Context: an optimization exercise on an open-source flow, tuned for small area, a short achievable clock period and few clock cycles per item. The choices shown serve that exercise and are no tape-out recipe. The RTL was checked by simulation tests, not by an equivalence proof against the original design. Power is estimated from default activity; no workload was simulated.

===== flow/config.mk =====
export PLATFORM = sky130hd
export DESIGN_NAME = max_priority_queue
export DESIGN_NICKNAME = max_priority_queue
export VERILOG_FILES = /design/flow/design.v
export SDC_FILE = /design/flow/constraint.sdc
export NUM_CORES = 4
export LEC_CHECK = 0
export CAP_MARGIN = 20
export CORE_MARGIN = 2
export CORE_UTILIZATION = 25
export CTS_CLUSTER_DIAMETER = 100
export CTS_CLUSTER_SIZE = 20
export PLACE_DENSITY = 0.3
export SETUP_SLACK_MARGIN = 2.5
export SLEW_MARGIN = 20
export SYNTH_HIERARCHICAL = 1

===== flow/constraint.sdc =====
create_clock -name core_clock -period 5.0 [get_ports {clk_i}]
set_input_delay 1.0000 -clock core_clock [delete_from_list [all_inputs] [get_ports {clk_i}]]
set_output_delay 1.0000 -clock core_clock [all_outputs]
set_load 0.01 [all_outputs]

===== flow/design.v =====
`timescale 1ns / 1ps
package mpq_pkg;
  localparam int unsigned Depth    = 64;
  localparam int unsigned CntW     = $clog2(Depth + 1);
  localparam int unsigned KeyW     = 32;
  localparam int unsigned CapW     = 7;
  localparam int unsigned CountW   = 7;
  localparam int unsigned StatusW  = 2;
  localparam int unsigned OutDataW = 40;
  localparam logic [CntW-1:0] LimReset = CntW'(Depth);
  localparam logic [KeyW-1:0]  SignBit  = {1'b1, {(KeyW-1){1'b0}}};
  localparam logic [StatusW-1:0] ST_OK    = 2'd0;
  localparam logic [StatusW-1:0] ST_FULL  = 2'd1;
  localparam logic [StatusW-1:0] ST_EMPTY = 2'd2;
endpackage
`timescale 1ns / 1ps
import mpq_pkg::*;
module mpq_cell (
  input  logic [KeyW-1:0] a_i,
  input  logic [KeyW-1:0] nb_i,    
  output logic            gt_o
);
  localparam int unsigned Lv = $clog2(KeyW);
  logic [KeyW-1:0] cg [Lv+1];
  logic [KeyW-1:0] cp [Lv+1];
  assign cg[0] = a_i & nb_i;
  assign cp[0] = a_i | nb_i;
  for (genvar l = 0; l < Lv; l++) begin : g_lvl
    for (genvar j = 0; j < (KeyW >> (l + 1)); j++) begin : g_node
      assign cg[l+1][j] = cg[l][2*j+1] | (cp[l][2*j+1] & cg[l][2*j]);
      assign cp[l+1][j] = cp[l][2*j+1] & cp[l][2*j];
    end
    for (genvar j = (KeyW >> (l + 1)); j < KeyW; j++) begin : g_pad
      assign cg[l+1][j] = 1'b0;
      assign cp[l+1][j] = 1'b0;
    end
  end
  assign gt_o = cg[Lv][0];
endmodule
module mpq_look (
  input  logic c_here_i,     
  input  logic c_prev_i,     
  input  logic c_next_i,     
  input  logic c_new_i,      
  input  logic keep_i,       
  input  logic from_prev_i,  
  input  logic from_new_i,   
  input  logic from_next_i,  
  input  logic free_i,       
  input  logic ins_i,        
  input  logic rem_i,        
  output logic here_o,
  output logic keep_o
);
  logic beat;
  assign beat   = free_i
                | (keep_i      && c_here_i)
                | (from_prev_i && c_prev_i)
                | (from_new_i  && c_new_i)
                | (from_next_i && c_next_i);
  assign here_o = ins_i && beat;
  assign keep_o = !(rem_i || here_o);
endmodule
`timescale 1ns / 1ps
import mpq_pkg::*;
module max_priority_queue (
  input  logic                clk_i,
  input  logic                rst_ni,
  input  logic                cfg_we_i,
  input  logic [CapW-1:0]     cfg_wdata_i,
  input  logic                s_axis_tvalid,
  output logic                s_axis_tready,
  input  logic [KeyW-1:0]     s_axis_tdata,    
  input  logic                s_axis_tuser,    
  output logic                m_axis_tvalid,
  input  logic                m_axis_tready,
  output logic [OutDataW-1:0] m_axis_tdata,    
  output logic [StatusW-1:0]  m_axis_tuser     
);
  localparam int unsigned ResW = KeyW + CntW + StatusW;
  logic [CntW-1:0] lim_q;                  
  logic [CntW-1:0] count_q, count_n;       
  logic            a_v_q, a_op_q;
  logic [KeyW-1:0] a_key_q, a_key_d;
  logic [KeyW-1:0] a_nkey_q;                
  logic            b_v_q, b_op_q, b_ins_q, b_rem_q;
  logic [KeyW-1:0] b_key_q;                
  logic [Depth-1:0] b_here_q;              
  logic [Depth-1:0] b_keep_q;              
  logic            r_v_q, s_v_q;
  logic [ResW-1:0] r_q, s_q, res_d;
  logic [KeyW-1:0] key [Depth];            
  logic [Depth-1:0] gt;                    
  logic accept, pop, a_free, advance;
  logic rdy_busy_q, rdy_pop_q;
  logic a_v_d, b_v_d, r_v_d, s_v_d;
  logic [1:0] held_d;
  assign a_free        = !rdy_busy_q || (rdy_pop_q && m_axis_tready);
  assign s_axis_tready = a_free;
  assign accept        = s_axis_tvalid && a_free;
  assign advance       = a_v_q && a_free;
  assign pop           = r_v_q && m_axis_tready;
  always_comb begin
    a_v_d = a_free ? accept : a_v_q;
    b_v_d = advance;
    r_v_d = r_v_q;
    s_v_d = s_v_q;
    if (!r_v_q || pop) begin
      r_v_d = s_v_q || b_v_q;
      s_v_d = s_v_q && b_v_q;
    end else if (b_v_q) begin
      s_v_d = 1'b1;
    end
  end
  assign held_d = 2'(r_v_d) + 2'(s_v_d) + 2'(b_v_d);
  always_ff @(posedge clk_i or negedge rst_ni) begin
    if (!rst_ni) begin
      a_v_q     <= 1'b0;
      b_v_q     <= 1'b0;
      r_v_q     <= 1'b0;
      s_v_q     <= 1'b0;
      rdy_busy_q <= 1'b0;
      rdy_pop_q <= 1'b0;
    end else begin
      a_v_q     <= a_v_d;
      b_v_q     <= b_v_d;
      r_v_q     <= r_v_d;
      s_v_q     <= s_v_d;
      rdy_busy_q <= a_v_d && (held_d > 2'd1);
      rdy_pop_q <= (held_d == 2'd2) && r_v_d;
    end
  end
  assign a_key_d = s_axis_tdata ^ SignBit;
  always_ff @(posedge clk_i) begin
    if (a_free) begin
      a_key_q  <= a_key_d;
      a_nkey_q <= ~a_key_d;
      a_op_q   <= s_axis_tuser;
    end
  end
  logic [CntW-1:0] lim_d;
  logic            lt_m1_q, lt_0_q, lt_p1_q;   
  logic            a_ins_ok, a_rem_ok;
  always_comb begin
    count_n = count_q;
    if (b_ins_q) count_n = count_q + CntW'(1);
    if (b_rem_q) count_n = count_q - CntW'(1);
  end
  always_comb begin
    lim_d = lim_q;
    if (cfg_we_i) lim_d = (cfg_wdata_i > CapW'(Depth)) ? LimReset : CntW'(cfg_wdata_i);
  end
  always_comb begin
    a_ins_ok = lt_0_q;
    if (b_ins_q) a_ins_ok = lt_p1_q;
    if (b_rem_q) a_ins_ok = lt_m1_q;
    a_ins_ok = a_ins_ok && !a_op_q;
  end
  always_comb begin
    a_rem_ok = (count_q != '0);
    if (b_ins_q) a_rem_ok = 1'b1;
    if (b_rem_q) a_rem_ok = (count_q > CntW'(1));
    a_rem_ok = a_rem_ok && a_op_q;
  end
  logic lt_m2, lt_p2, lt_m1_d, lt_0_d, lt_p1_d;
  assign lt_m2 = count_q < (lim_q + CntW'(2));
  assign lt_p2 = (count_q + CntW'(2)) < lim_q;
  always_comb begin
    lt_m1_d = lt_m1_q;
    lt_0_d  = lt_0_q;
    lt_p1_d = lt_p1_q;
    if (b_ins_q) begin
      lt_m1_d = lt_0_q;
      lt_0_d  = lt_p1_q;
      lt_p1_d = lt_p2;
    end
    if (b_rem_q) begin
      lt_m1_d = lt_m2;
      lt_0_d  = lt_m1_q;
      lt_p1_d = lt_0_q;
    end
    if (cfg_we_i) begin
      lt_m1_d = count_q <= lim_d;
      lt_0_d  = count_q <  lim_d;
      lt_p1_d = (count_q + CntW'(1)) < lim_d;
    end
  end
  always_ff @(posedge clk_i or negedge rst_ni) begin
    if (!rst_ni) begin
      lim_q   <= LimReset;
      lt_m1_q <= 1'b1;
      lt_0_q  <= 1'b1;
      lt_p1_q <= 1'b1;
      count_q <= '0;
      b_ins_q <= 1'b0;
      b_rem_q <= 1'b0;
    end else begin
      lim_q   <= lim_d;
      lt_m1_q <= lt_m1_d;
      lt_0_q  <= lt_0_d;
      lt_p1_q <= lt_p1_d;
      count_q <= count_n;
      b_ins_q <= advance && a_ins_ok;
      b_rem_q <= advance && a_rem_ok;
    end
  end
  logic [Depth-1:0] live_q, live_n, free_n;
  always_comb begin
    live_n = live_q;
    if (b_ins_q) live_n = {live_q[Depth-2:0], 1'b1};
    if (b_rem_q) live_n = {1'b0, live_q[Depth-1:1]};
  end
  assign free_n = ~live_n;
  always_ff @(posedge clk_i or negedge rst_ni) begin
    if (!rst_ni) begin
      live_q <= '0;
    end else begin
      live_q <= live_n;
    end
  end
  logic            ab_gt;
  logic            adv_ins, adv_rem;
  logic [Depth-1:0] here_d, keep_d;
  mpq_cell u_ab_cmp (
    .a_i  (a_key_q),
    .nb_i (b_key_q),
    .gt_o (ab_gt)
  );
  assign adv_ins = advance && a_ins_ok;
  assign adv_rem = advance && a_rem_ok;
  for (genvar i = 0; i < Depth; i++) begin : g_look
    logic c_prev, c_next, from_prev;
    if (i == 0) begin : g_h
      assign c_prev    = 1'b0;
      assign from_prev = 1'b0;
    end else begin : g_b
      assign c_prev    = gt[i-1];
      assign from_prev = b_here_q[i-1];
    end
    if (i == Depth - 1) begin : g_t
      assign c_next = 1'b0;               
    end else begin : g_i
      assign c_next = gt[i+1];
    end
    mpq_look u_look (
      .c_here_i    (gt[i]),
      .c_prev_i    (c_prev),
      .c_next_i    (c_next),
      .c_new_i     (ab_gt),
      .keep_i      (b_keep_q[i]),
      .from_prev_i (from_prev),
      .from_new_i  (b_here_q[i] && !from_prev),
      .from_next_i (b_rem_q),
      .free_i      (free_n[i]),
      .ins_i       (adv_ins),
      .rem_i       (adv_rem),
      .here_o      (here_d[i]),
      .keep_o      (keep_d[i])
    );
  end
  always_ff @(posedge clk_i) begin
    b_key_q  <= a_nkey_q;
    b_op_q   <= a_op_q;
  end
  always_ff @(posedge clk_i) begin
    b_here_q <= here_d;
    b_keep_q <= keep_d;
  end
  for (genvar i = 0; i < Depth; i++) begin : g_cell
    logic [KeyW-1:0] prev_key, next_key, key_q;
    logic            prev_h;
    logic            sel_new, sel_prev, sel_next, sel_keep;
    if (i == 0) begin : g_head
      assign prev_key = key[0];
      assign prev_h   = 1'b0;
    end else begin : g_body
      assign prev_key = key[i-1];
      assign prev_h   = b_here_q[i-1];
    end
    if (i == Depth - 1) begin : g_tail
      assign next_key = key[i];
    end else begin : g_inner
      assign next_key = key[i+1];
    end
    assign sel_new  = b_here_q[i] && !prev_h;
    assign sel_prev = prev_h;
    assign sel_next = b_rem_q;
    assign sel_keep = b_keep_q[i];
    always_ff @(posedge clk_i) begin
      key_q <= ({KeyW{sel_keep}} & key_q)
             | ({KeyW{sel_new}}  & b_key_q)
             | ({KeyW{sel_prev}} & prev_key)
             | ({KeyW{sel_next}} & next_key);
    end
    assign key[i] = key_q;
    mpq_cell u_cmp (
      .a_i  ((i < Depth / 2) ? a_key_q : ~a_nkey_q),
      .nb_i (key_q),
      .gt_o (gt[i])
    );
  end
  always_comb begin
    res_d = '0;
    res_d[KeyW +: CntW] = count_n;
    if (b_op_q) begin
      if (b_rem_q) res_d[KeyW-1:0] = ~key[0] ^ SignBit;
      else         res_d[KeyW+CntW +: StatusW] = ST_EMPTY;
    end else begin
      if (!b_ins_q) res_d[KeyW+CntW +: StatusW] = ST_FULL;
    end
  end
  always_ff @(posedge clk_i) begin
    if (!r_v_q || pop) begin
      r_q <= s_v_q ? s_q : res_d;
    end
    if (!s_v_q || (!r_v_q || pop)) begin
      s_q <= res_d;
    end
  end
  assign m_axis_tvalid = r_v_q;
  assign m_axis_tdata  = {1'b0, CountW'(r_q[KeyW +: CntW]), r_q[KeyW-1:0]};
  assign m_axis_tuser  = r_q[KeyW+CntW +: StatusW];
endmodule

===== flow/run.sh =====
#!/bin/bash
# synth_recipe.tcl (not shown) runs the flow's synth.tcl, then flattens the netlist and writes it again
# the make line also repeats each setting of config.mk as NAME=value (left out here)
make -C /OpenROAD-flow-scripts/flow DESIGN_CONFIG=/design/flow/config.mk WORK_HOME=/design/flow/orfs CLKGATE_MAP_FILE= SYNTH_SCRIPT=/design/flow/synth_recipe.tcl finish

==> results.ini, run 1 <==
[global_routing]
grt-ovfl-total=0
grt_pass1_wl_mm=1180
grt_start_max_net_pins=164
grt_pass1_vias=129872
grt_usage=0.320
antenna_found_initial=52

[drt]
viasPerCell=6.53
wl_mm=886
post_drt_wl_per_cell_um=39.9
antenna_left=0
drt_iter0_drc=31497
vias=144980
drc=0
dr.pass1.iters=14

[power_and_ir_drop]
pwr-share-comb=0.452
powerDensity_mw_per_mm2=862
internal_power_mw=60.4
p_leak_nw=57.4
ir_worst_vdd_mv=0.383
p_sw_frac=0.535
switchingPower_mw=69.5
clock_power_share=0.131
p_seq_frac=0.417

[cts]
clock-sinks=2445
root_buffer=clkbuf_16
cts_tree=yes
clk_latency_ns=0.98
h-tree-depth=4
clk_pin_slew_ns=0.10
clk_path_buf_depth=4
cts_buffers=177

[timing]
drv_slew=0
period_needed_ns=3.00
rsz0062_at_grt=true
fin_setup_tns_ns=0
skew_ns=0.0593
fin_crit_sh=0.600
slew_headroom=0.0897
max_freq_ghz=0.333
timing.final.hold_violations=0
fin_hold_ws_ns=0.433
setup_viol=0
tightest_slew_ns=1.37

[critical_path]
regToRegEndpoint=b_here_q[32]
path_cells=buf_6 -> buf_16 -> o22ai_4 -> o32ai_2 -> a21oi_2 -> o31ai_2 -> a211oi_4 -> buf_6 -> buf_12 -> nand2_8 -> buf_6 -> buf_6 -> a222oi_1 -> a21boi_1
timing.rr.start=a_key_q[23]
worst-path-buf-inv=6
worstSetupStartpointType=register
cp_max_fo=5
reg2reg_setup_slack_ns=2.00
critPathTopFamily=compound AO/OA/AOI/OAI gates
worst_path_largest_cell_delay_ns=0.44
critPathRequiredTime_ns=5.84
critical_path.slowest_cell=edfxtp_1
arrival_ns=3.84
crit_type=register to register
endpoint_kind=register
cp_common_cell=buf_6
r2r_cells=14

[synthesis]
ys.flop_type=dfxtp_1
yosysSeqAreaShare=0.397
synthArstFlopShare=0.0364
synth_edf_count=147
ys_ff_latch=2445
synthesis.area_mm2=0.128
avgSynthCellArea_um2=8.29
syn-instance-count=15460
ys_warn_count=11
yosysUniqueCellTypes=72

[cells_and_area]
fill_cells=53541
area_growth_pct=17.6
most-common-layout-cells=nand2_1 (4082), dfxtp_1 (2132), a222oi_1 (2112), nor2_1 (1037), a21oi_1 (637)
fin_cells=22208
final_area_mm2=0.151
final_common_cell=nand2_1
layout.nets=15357
layout-drive-gt1-share=0.133

[run]
maxCapViolations=0

[hold_path]
hold_depth=0
worstHoldEndpoint=b_key_q[28]
min_from=a_nkey_q[28]
hold_class=register to register

[placed_design]
gp_congestion=0.854
dp.cells=21534
placed_cell_area_mm2=0.136
dpl.hpwl_mm=561
port_buffers=87

[floorplanning]
dieWidth_um=720
die_y_um=720
dieArea_mm2=0.519
num_io_pins=89
core_mm2=0.510
initial_core_util=0.251
rows=262

[status]
status=finished clean

## registers in the layout (all words and copies together), names as in the netlist, 7 cells and up
register      count
g_cell.key_q   2048
b_here_q         64
b_keep_q         64
live_q           64
r_q              41
s_q              41
a_key_q          32
a_nkey_q         32
b_key_q          32
count_q           7
lim_q             7
## worst max path at each step
stage                       start         endpoint  slack (ns)  cells after the start
global route          a_key_q[23]     b_here_q[32]        1.92                     14
CTS                        r_q[3]  m_axis_tdata[3]        2.07                      1
detailed placement  m_axis_tready    s_axis_tready        1.02                      4
finish                a_key_q[23]     b_here_q[32]        2.00                     14
floorplan           m_axis_tready      b_keep_q[0]        0.90                      6
global placement    m_axis_tready    s_axis_tready        1.01                      4
## per-stage QoR
stage          utilization  setup WS, ns  power (mW)
4_1_cts              0.293          2.07         127
6_report             0.296          2.00         130
3_3_place_gp         0.267          1.01         104
3_5_place_dp         0.267          1.02         104
5_1_grt              0.295          1.92         135
2_1_floorplan            -         0.903        75.7
## metal layers
metal  vias to the layer above  part of all wire  global-route usage
li1                      60935                 -                   -
met1                     73797              0.47               0.483
met2                      9252              0.39               0.433
met3                       978              0.12              0.0906
met4                        18             0.032              0.0905
met5                         -           0.00019                   0
## repair_timing
action	in CTS	in global routing
resized for setup	1032	179
endpoints found under the setup margin	1398	315
hold endpoints to repair	29	0
setup buffers	187	38
pin swaps	299	168
cloned	62	12
hold buffers	1	0
## final cells by class
type / count / area (um2) / share of cell area
diodes: 57 / 143 / 0.000946
repair inverters: 20 / 205 / 0.00136
repair buffers: 808 / 9520 / 0.0631
flip-flops and latches: 2445 / 51100 / 0.339
well taps: 6732 / 8420 / 0.0559
multi-input cells: 11552 / 73900 / 0.490
inverters: 277 / 1490 / 0.00991
clock inverters: 94 / 1090 / 0.00724
clock buffers: 223 / 4910 / 0.0326
## power groups by stage
| stage | combinational (mW) | clock (mW) | sequential (mW) |
|---|---|---|---|
| global route | 63.0 | 18.0 | 54.4 |
| finish | 58.8 | 17.0 | 54.2 |
| global placement | 50.4 | 0 | 53.3 |
| floorplan | 36.1 | 0 | 39.6 |
| detailed placement | 51.0 | 0 | 53.2 |
| CTS | 56.8 | 17.4 | 52.6 |
## modules after synthesis (local to each module, per instance)
module / times used / flip-flops and latches / cells inside / area (um2)
max_priority_queue: 1 / 2445 / 10396 / 96500
mpq_cell: 65 / 0 / 72 / 449
mpq_look: 64 / 0 / 6 / 38.8
## synth_stat cells (66+ instances only)
cell type	instances	share of area
clkbuf_1	901	0.026
a2111oi_0	66	0.0045
a22oi_1	261	0.015
or2_1	66	0.0032
a21oi_1	658	0.026
nor4_1	130	0.0063
buf_6	180	0.016
o32ai_1	130	0.0089
a222oi_1	2112	0.16
nand2_1	4143	0.12
o211ai_1	66	0.0039
a211oi_1	132	0.0077
and2_1	67	0.0033
a31oi_1	456	0.022
nor2b_1	66	0.0032
edfxtp_1	147	0.034
nor2_1	1080	0.032
and3_1	69	0.0034
buf_2	96	0.0037
o31ai_1	227	0.013
o22ai_1	455	0.022
o21ai_0	73	0.0029
dfxtp_1	2209	0.34
nor3_1	202	0.0079
a22o_1	130	0.0089
a21o_1	133	0.0078
dfrtp_1	85	0.017
inv_1	276	0.0081
o22a_1	66	0.0045
## cells by family after synthesis
family	count (synthesis)	share of synthesized area
XOR/XNOR	18	0.00123
AND/OR/NAND/NOR	5919	0.186
flip-flops	2445	0.397
other	1	0.0000293
adder cells (fa/ha/maj)	97	0.00887
buffers and inverters	1470	0.0547
multiplexers	77	0.00613
AO/OA/AOI/OAI	5433	0.346
Testbench counts, summed over its fixed seeds: cycles 16,024, items 16,000.
==> inputs of run 2 (changes only) <==
--- a/flow/config.mk
+++ b/flow/config.mk
@@ -6,11 +6,13 @@
 export NUM_CORES = 4
 export LEC_CHECK = 0
 export CAP_MARGIN = 20
+export CELL_PAD_IN_SITES_DETAIL_PLACEMENT = 1
+export CELL_PAD_IN_SITES_GLOBAL_PLACEMENT = 1
 export CORE_MARGIN = 2
-export CORE_UTILIZATION = 25
+export CORE_UTILIZATION = 30
 export CTS_CLUSTER_DIAMETER = 100
 export CTS_CLUSTER_SIZE = 20
-export PLACE_DENSITY = 0.3
+export PLACE_DENSITY = 0.45
 export SETUP_SLACK_MARGIN = 2.5
 export SLEW_MARGIN = 20
 export SYNTH_HIERARCHICAL = 1
==> run 2 against run 1 <==
Compared with the run above:
- critical endpoint is now b_keep_q[62]
- synthesized area is the same
- register-to-register slack lost 0.11 ns
- cell area shrank 2.8%
- still clean
- sequential share of layout area up 0.98 points
==> results.ini, run 2 <==
[status]
status=finished clean

[synthesis]
avgSynthCellArea_um2=8.29  ; unchanged
ys.flop_type=dfxtp_1
synth_edf_count=147  ; unchanged
synth_common_cells=nand2_1 (4143), dfxtp_1 (2209), a222oi_1 (2112)
synth.mux.area_fraction=0.00613  ; unchanged
synthAdderAreaFrac=0.00887  ; unchanged
ys_warn_count=11  ; unchanged
yosysTopAreaCell=dfxtp_1
synthesis.area_mm2=0.128  ; unchanged
synth_compound_area_frac=0.346  ; unchanged
synthXorXnorAreaFrac=0.00123  ; unchanged
synthArstFlopShare=0.0364  ; unchanged
syn-instance-count=15460  ; unchanged
synth.most_common_cell=nand2_1
ys_ff_latch=2445  ; unchanged
synth_area_leaders=dfxtp_1 (34%), a222oi_1 (16%), nand2_1 (12%)
synth-simple-area-share=0.186  ; unchanged
synth_top_area_share=0.345  ; unchanged
synth_top_family_by_area=compound AO/OA/AOI/OAI gates
yosysSeqAreaShare=0.397  ; unchanged
yosysUniqueCellTypes=72  ; unchanged

[drt]
drc=0  ; unchanged
dr.pass1.iters=13  ; -1
vias=141600  ; -2.3%
wl_mm=764  ; -14%
viasPerCell=6.74  ; +3.2%
post_drt_wl_per_cell_um=36.3  ; -8.9%
antenna_left=0  ; unchanged
drt_iter0_drc=23323  ; -26%

[timing]
max_freq_ghz=0.321  ; -3.6%
fin_ws_ns=1.89  ; -0.111 ns
fin_setup_tns_ns=0  ; unchanged
rsz0062_at_grt=true
timing.final.hold_violations=0  ; unchanged
drv_slew=0  ; unchanged
fin_crit_sh=0.622  ; +0.0222
tightest_slew_ns=1.30  ; -0.0701 ns
fin_hold_ws_ns=0.0788  ; -0.354 ns
setup_viol=0  ; unchanged
slew_headroom=0.136  ; +0.0467
period_needed_ns=3.11  ; +0.111 ns
skew_ns=0.0517  ; -0.00757 ns

[floorplanning]
dieArea_mm2=0.433  ; -17%
initial_core_util=0.301  ; +0.0493
rows=240  ; -8.4%
num_io_pins=89  ; unchanged
core_mm2=0.426  ; -16%
dieWidth_um=658  ; -8.7%
die_y_um=658  ; -8.7%

[global_routing]
grt_start_max_net_pins=212  ; +29%
antenna_found_initial=44  ; -15%
grt-ovfl-total=0  ; unchanged
grt_pass1_wl_mm=1070  ; -8.8%
grt_pass1_vias=138740  ; +6.8%
grt_usage=0.334  ; +0.0133

[critical_path]
timing.rr.start=a_nkey_q[7]
crit_start=a_nkey_q[7]
regToRegEndpoint=b_keep_q[62]
arrival_ns=4.01  ; +0.17 ns
endpoint_kind=register
endpoint=b_keep_q[62]
critPathTopFamily=compound AO/OA/AOI/OAI gates
r2r_cells=10  ; -4
worstSetupStartpointType=register
critPathRequiredTime_ns=5.90  ; +0.06 ns
worst-path-buf-inv=3  ; -3
critical_path.slowest_cell=edfxtp_1
reg2reg_setup_slack_ns=1.89  ; -0.11 ns
crit_cells=10  ; -4
path_cells=bufinv_16 -> buf_12 -> a31oi_1 -> o31ai_1 -> and3_1 -> o311ai_1 -> nand2_2 -> a222oi_1 -> buf_4 -> a31o_1
crit_type=register to register
cp_max_fo=64  ; +59
worst_path_largest_cell_delay_ns=0.48  ; +0.04 ns

[cts]
clock-sinks=2445  ; unchanged
cts_buffers=162  ; -8.5%
root_buffer=clkbuf_16
clk_pin_slew_ns=0.10  ; about the same
h-tree-depth=4  ; unchanged
cts_tree=yes
clk_path_buf_depth=4  ; unchanged
clk_latency_ns=1.01  ; +0.03 ns
cts_hold_buf=0  ; -1

[cells_and_area]
max_flop_register=g_cell.key_q
layout-drive-gt1-share=0.120  ; -0.0128
final_common_cell=nand2_1
most-common-layout-cells=nand2_1 (4090), dfxtp_1 (2142), a222oi_1 (2112), nor2_1 (1058), a21oi_1 (634)
layout.nets=15273  ; -0.55%
area_growth_pct=14.3
largest_reg_flops=2048  ; unchanged

[power_and_ir_drop]
p_leak_nw=56.2  ; -2.1%
ir_worst_vdd_mv=0.390  ; +1.9%
powerDensity_mw_per_mm2=830  ; -3.7%
total_power_mw=122  ; -6.5%

[placed_design]
dpl.hpwl_mm=501  ; -11%
port_buffers=87  ; unchanged
gp_congestion=0.866  ; +1.4%
place_ws_ns=1.02  ; +0.00183 ns

[hold_path]
hold_class=primary input to asynchronous set/reset pin

[run]
maxCapViolations=0  ; unchanged

==> run 2: cell count changes in the layout (fill, tap and decap cells not counted), moves of 16 or more <==
cell / before / now
buf_2: 16 / 35
nor2b_2: 29 / 45
o22ai_1: 418 / 444
o311ai_4: 7 / 29
nand2_2: 57 / 40
o311ai_2: 44 / 18
nor2_1: 1037 / 1058
clkbuf_16: 193 / 170
nor2b_4: 35 / 19
nor2_2: 42 / 22
o22ai_2: 31 / 9
diode_2: 57 / 25
buf_6: 105 / 52
==> run 2: logic make-up (layout without fill, tap and decap cells) <==
| kind of cell | Yosys count | in the layout |
|---|---|---|
| other | 1 | 29 |
| AO/OA/AOI/OAI | 5433 | 5433 |
| XOR/XNOR | 18 | 18 |
| buffers and inverters | 1470 | 1315 |
| adder cells (fa/ha/maj) | 97 | 97 |
| flip-flops | 2445 | 2445 |
| AND/OR/NAND/NOR | 5919 | 5920 |
| multiplexers | 77 | 77 |
==> run 2: modules after synthesis (local to each module, per instance) <==
module | times used | cells inside | area (um2)
max_priority_queue | 1 | 10396 | 96500
mpq_cell | 65 | 72 | 449
mpq_look | 64 | 6 | 38.8
==> run 2: timing repair <==
action	in CTS	in global routing
resized for setup	823	131
endpoints found under the setup margin	1042	354
setup buffers	137	25
gates cloned	40	8
pin swaps	213	174
==> run 2: report_power, final <==
part           switching [mW]  total [mW]  internal [mW]
Clock                    8.47        15.4           6.89
Sequential               20.7        50.4           29.7
Combinational            33.8        55.8           22.0
==> run 2: per-layer routing <==
| layer | wire [um] | track usage | part of all wire | vias up |
|---|---|---|---|---|
| met5 | 57 | 0 | 0.000075 | - |
| met4 | 43400 | 0.167 | 0.057 | 8 |
| met3 | 48300 | 0.0407 | 0.063 | 1300 |
| met2 | 353000 | 0.548 | 0.46 | 6235 |
| met1 | 319000 | 0.431 | 0.42 | 73390 |
| li1 | - | - | - | 60667 |
==> run 2: cell type report <==
type / instances / area, um2
Timing Repair Buffer: 750 / 8240
Tap cell: 5687 / 7120
Sequential cell: 2445 / 51000
Fill cell: 49300 / 280000
Clock inverter: 63 / 712
Antenna cell: 25 / 62.6
Clock buffer: 213 / 4450
Inverter: 277 / 1340
Multi-Input combinational cell: 11549 / 73400
Timing Repair inverter: 12 / 108
==> run 2: how the worst min path moves through the flow <==
stage	slack, ns	endpoint
2_1_floorplan	0.35	b_key_q[0]
6_report	0.08	a_v_q
5_1_grt	0.08	a_v_q
3_5_place_dp	0.38	b_key_q[2]
3_3_place_gp	0.38	b_key_q[2]
4_1_cts	0.08	a_v_q
==> run 2: metrics by stage <==
stage / instances / area, um2 / utilization
after floorplan: 15463 / 128000 / -
after global placement: 20505 / 135000 / 0.317
after detailed placement: 20509 / 135000 / 0.317
after CTS: 20962 / 146000 / 0.342
after global routing: 21010 / 146000 / 0.343
final: 21021 / 146000 / 0.344

==> re-timing with driven ports <==
The results above use ideal ports. As a check the final layouts listed here were re-extracted and re-timed, cells and wires unchanged.
Step 1, drivers: a clkbuf_16 drives clk_i and a buf_2 each remaining input, both assumed.
Step 2 moves the port delays by t, midway between the first and last clock arrival at a register: inputs arrive t later, outputs are due t later. That takes back most of the time a late clock gives input paths.
Three values: ideal, step 1, step 2; two values: the first two.
run	t, ns	setup WS [ns]	worst hold slack (ns)	worst setup path after step 2	cell pins on the clock port's net
run 1	1.065	1.998 / 1.998 / 1.738	0.433 / 0.433 / 0.433	input to register	1
run 2	1.077	1.888 / 1.888 / 1.644	0.079 / 0.022 / 0.396	input to register	1
After both steps setup and hold are still met in every run listed. For run 1, which loses most, drivers alone change the setup slack by 0.000 ns; drivers and shift together by -0.260 ns.
